Background: an optimization exercise with open tools, aiming at small area and a short achievable clock period. Do not read the settings as production practice. Function was checked by simulation only, so behaviour that the tests miss may differ from the original. No activity file was given, so power comes from the tool's default toggle rates.

==> module dac_wave_player, before the edit <==
module dac_wave_player #(
    parameter int                ND_DAC   = 14,
    parameter int                NA_DAC   = 8,
    parameter int                NDIV     = 16,
    parameter logic [ND_DAC-1:0] MIDSCALE = 14'h2000
) (
    input  logic              clk,
    input  logic              rst,
    input  logic              wr_en,
    input  logic [NA_DAC-1:0] wr_addr,
    input  logic [ND_DAC-1:0] wr_data,
    input  logic [NA_DAC-1:0] play_len,
    input  logic [NDIV-1:0]   div,
    input  logic              loop_en,
    input  logic              start,
    input  logic              stop,
    output logic [ND_DAC-1:0] dac_data,
    output logic              dac_clk,
    output logic [NA_DAC-1:0] rd_addr,
    output logic              busy,
    output logic              done,
    output logic              wr_err,
    output logic [1:0]        dbg_state
);
    logic              r_busy;
    logic              r_done;
    logic [15:0]       r_wr_lo_n;     
    logic [15:0]       r_wr_hi_n;     
    logic [ND_DAC-1:0] r_wr_data_n;   
    logic [(1<<NA_DAC)-1:0][ND_DAC-1:0] r_mem_n;    
    logic [15:0]       r_sel_lo_n;    
    logic [15:0]       r_sel_hi_n;    
    logic [ND_DAC-1:0] r_ram_q;
    logic [NA_DAC-1:0] w_fetch_nxt;
    logic [NA_DAC-1:0] r_len;
    logic [NDIV-1:0]   r_div;
    logic              r_loop;
    logic [NDIV-1:0]   r_rem;         
    logic              r_end;         
    logic [NDIV-1:0]   r_h1;          
    logic [NA_DAC-1:0] r_fetch_idx;
    logic              r_first;
    logic [ND_DAC-1:0] r_dac_data;
    logic              r_dac_clk;
    logic [NA_DAC-1:0] r_rd_addr;
    logic              r_wr_err;
    logic [NDIV-1:0]   w_rem_dec;
    logic              w_end;
    logic              w_hit;
    logic              w_start_ok;
    logic              w_finish;
    logic              w_show;
    assign w_start_ok = start && !stop && !r_busy;
    assign w_rem_dec  = r_rem - NDIV'(1);
    assign w_end      = r_end;
    assign w_hit      = (r_rem == r_h1);
    assign w_finish   = r_busy && w_end && !r_first && (r_rd_addr == r_len) && !r_loop;
    assign w_show     = r_busy && w_end && !w_finish;
    always_ff @(posedge clk or negedge rst) begin
        if (!rst) begin
            r_busy <= 1'b0;
            r_done <= 1'b0;
        end else begin
            r_busy <= !stop && (r_busy ? !w_finish : start);
            r_done <= !stop && (r_busy ? w_finish : (r_done && !start));
        end
    end
    logic [15:0][ND_DAC-1:0] w_grp_n;
    for (genvar i = 0; i < 16; i++) begin : g_grp
        for (genvar b = 0; b < ND_DAC; b++) begin : g_bit
            logic [15:0] w_col;
            for (genvar j = 0; j < 16; j++) begin : g_w
                assign w_col[j] = r_mem_n[16*i+j][b];
            end
            dwp_sel16 u_sel (.sel_n(r_sel_lo_n), .d_n(w_col), .y_n(w_grp_n[i][b]));
        end
    end
    logic [ND_DAC-1:0] w_rd_n;
    for (genvar b = 0; b < ND_DAC; b++) begin : g_rd
        logic [15:0] w_col;
        for (genvar i = 0; i < 16; i++) begin : g_g
            assign w_col[i] = w_grp_n[i][b];
        end
        dwp_sel16 u_sel (.sel_n(r_sel_hi_n), .d_n(w_col), .y_n(w_rd_n[b]));
    end
    logic w_byp;
    assign w_byp = (|(~r_sel_hi_n & ~r_wr_hi_n)) && (|(~r_sel_lo_n & ~r_wr_lo_n));
    always_ff @(posedge clk) begin
        r_ram_q <= w_byp ? ~r_wr_data_n : ~w_rd_n;
    end
    always_ff @(posedge clk) begin
        for (int k = 0; k < 16; k++) begin
            r_wr_lo_n[k] <= (wr_addr[3:0] != 4'(k));
            r_wr_hi_n[k] <= !(wr_en && !r_busy && (wr_addr[7:4] == 4'(k)));
        end
        r_wr_data_n <= ~wr_data;
    end
    for (genvar w = 0; w < (1<<NA_DAC); w++) begin : g_word
        logic              w_load;
        logic              w_hold;
        logic [ND_DAC-1:0] w_nxt;
        assign w_load = !(r_wr_hi_n[w/16] || r_wr_lo_n[w%16]);
        assign w_hold = !w_load;
        for (genvar b = 0; b < ND_DAC; b++) begin : g_bit
            dwp_load_hold u_lh (.load(w_load), .hold(w_hold), .d(r_wr_data_n[b]),
                                .q(r_mem_n[w][b]), .y(w_nxt[b]));
        end
        always_ff @(posedge clk) begin
            r_mem_n[w] <= w_nxt;
        end
    end
    always_ff @(posedge clk) begin
        if (w_start_ok) begin
            r_len  <= play_len;
            r_div  <= {div[NDIV-1:1], div[0] | (div == '0)};
            r_h1   <= {1'b0, div[NDIV-1:1]} + NDIV'(1);
            r_loop <= loop_en;
        end
        if (w_start_ok) begin
            r_rem       <= NDIV'(1);
            r_first     <= 1'b1;
        end else if (w_end) begin
            r_rem       <= r_div;
            r_first     <= 1'b0;
        end else begin
            r_rem       <= w_rem_dec;
        end
        r_end <= !w_start_ok && !r_end && (r_rem == NDIV'(1));
        r_fetch_idx <= w_fetch_nxt;
        for (int j = 0; j < 16; j++) begin
            r_sel_lo_n[j] <= (w_fetch_nxt[3:0] != 4'(j));
            r_sel_hi_n[j] <= (w_fetch_nxt[7:4] != 4'(j));
        end
    end
    always_comb begin
        if (w_start_ok) begin
            w_fetch_nxt = '0;
        end else if (w_end) begin
            w_fetch_nxt = (r_fetch_idx == r_len) ? '0 : r_fetch_idx + NA_DAC'(1);
        end else begin
            w_fetch_nxt = r_fetch_idx;
        end
    end
    always_ff @(posedge clk or negedge rst) begin
        if (!rst) begin
            r_dac_data <= MIDSCALE;
            r_dac_clk  <= 1'b0;
            r_rd_addr  <= '0;
            r_wr_err   <= 1'b0;
        end else begin
            r_dac_clk <= !stop && r_busy && !w_end && !r_first && (r_dac_clk || w_hit);
            if (stop) begin
                r_dac_data <= MIDSCALE;
                r_rd_addr  <= '0;
                r_wr_err   <= 1'b0;
            end else if (w_start_ok) begin
                r_rd_addr  <= '0;
                r_wr_err   <= 1'b0;
            end else begin
                if (r_busy && wr_en) begin
                    r_wr_err <= 1'b1;
                end
                if (w_show) begin
                    r_dac_data <= {~r_ram_q[ND_DAC-1], r_ram_q[ND_DAC-2:0]};
                    r_rd_addr  <= r_fetch_idx;
                end
            end
        end
    end
    assign dac_data  = r_dac_data;
    assign dac_clk   = r_dac_clk;
    assign rd_addr   = r_rd_addr;
    assign busy      = r_busy;
    assign done      = r_done;
    assign wr_err    = r_wr_err;
    assign dbg_state = {r_done, r_busy};
endmodule
make LEC_CHECK=0 CAP_MARGIN=20 CORE_MARGIN=2 CORE_UTILIZATION=45 CTS_CLUSTER_DIAMETER=70 CTS_CLUSTER_SIZE=24 SETUP_SLACK_MARGIN=3.3 SLEW_MARGIN=20 SYNTH_HIERARCHICAL=1 SYNTH_MINIMUM_KEEP_SIZE=0 finish   # period 6.0 ns
run.sh (not shown) runs the stock make flow with config.mk's settings and CLKGATE_MAP_FILE= SYNTH_SCRIPT=/design/flow/synth_recipe.tcl, a recipe that flattens the netlist after the stock synthesis.
==> next run, changes <==
--- a/flow/design.v
+++ b/flow/design.v
@@ -36,9 +36,8 @@
     logic [NDIV-1:0]   r_div;
     logic              r_loop;
     logic [NDIV-1:0]   r_rem;         
     logic              r_end;         
-    logic [NDIV-1:0]   r_h1;          
     logic [NA_DAC-1:0] r_fetch_idx;
     logic              r_first;
     logic [ND_DAC-1:0] r_dac_data;
     logic              r_dac_clk;
@@ -52,9 +51,9 @@
     logic              w_show;
     assign w_start_ok = start && !stop && !r_busy;
     assign w_rem_dec  = r_rem - NDIV'(1);
     assign w_end      = r_end;
-    assign w_hit      = (r_rem == r_h1);
+    assign w_hit      = (r_rem == {1'b0, r_div[NDIV-1:1]} + NDIV'(1));
     assign w_finish   = r_busy && w_end && !r_first && (r_rd_addr == r_len) && !r_loop;
     assign w_show     = r_busy && w_end && !w_finish;
     always_ff @(posedge clk or negedge rst) begin
         if (!rst) begin
@@ -112,9 +111,8 @@
     always_ff @(posedge clk) begin
         if (w_start_ok) begin
             r_len  <= play_len;
             r_div  <= {div[NDIV-1:1], div[0] | (div == '0)};
-            r_h1   <= {1'b0, div[NDIV-1:1]} + NDIV'(1);
             r_loop <= loop_en;
         end
         if (w_start_ok) begin
             r_rem       <= NDIV'(1);
Result: Now the flow completed, yet does not pass: antenna rules; worst hold slack loses 0.084 ns; power decreases slightly; clock power hardly moves; clock-buffer cell count decreases by 11; clock skew is about the same; design area went down slightly; global-route usage came out lower by 0.50 points; non-clock buffer count is lower by 32; final cell count falls slightly; worst setup slack is better by 0.045 ns; wire length decreases by a few percent; fmax goes up slightly.

==> static timing again, ports no longer ideal <==
The flow's constraints put no driver on any port. The routed layouts listed below were extracted and timed again, unchanged, in two steps.
Step 1 sets driving cells, clkbuf_16 on the clock port and buf_2 on the other inputs (assumed; they add their load-dependent delay and slew).
Step 2 adds t to the input delays and takes it off the output delays; t is the mean of the earliest and latest rising clock arrival at the registers after step 1. Input paths then give back, and output paths get back, about the clock's delay inside the block.
a / b / c = no drivers / after step 1 / after step 2; a / b = the first two.
run	shift t [ns]	setup slack, ns	worst slew at a driven data input, ns
the first run	1.039	3.009 / 2.896 / 2.451	0.27
the second run	1.022	3.054 / 2.951 / 2.551	0.19
For the first run, which loses most, drivers alone change the setup slack by -0.113 ns; drivers and shift together by -0.558 ns.
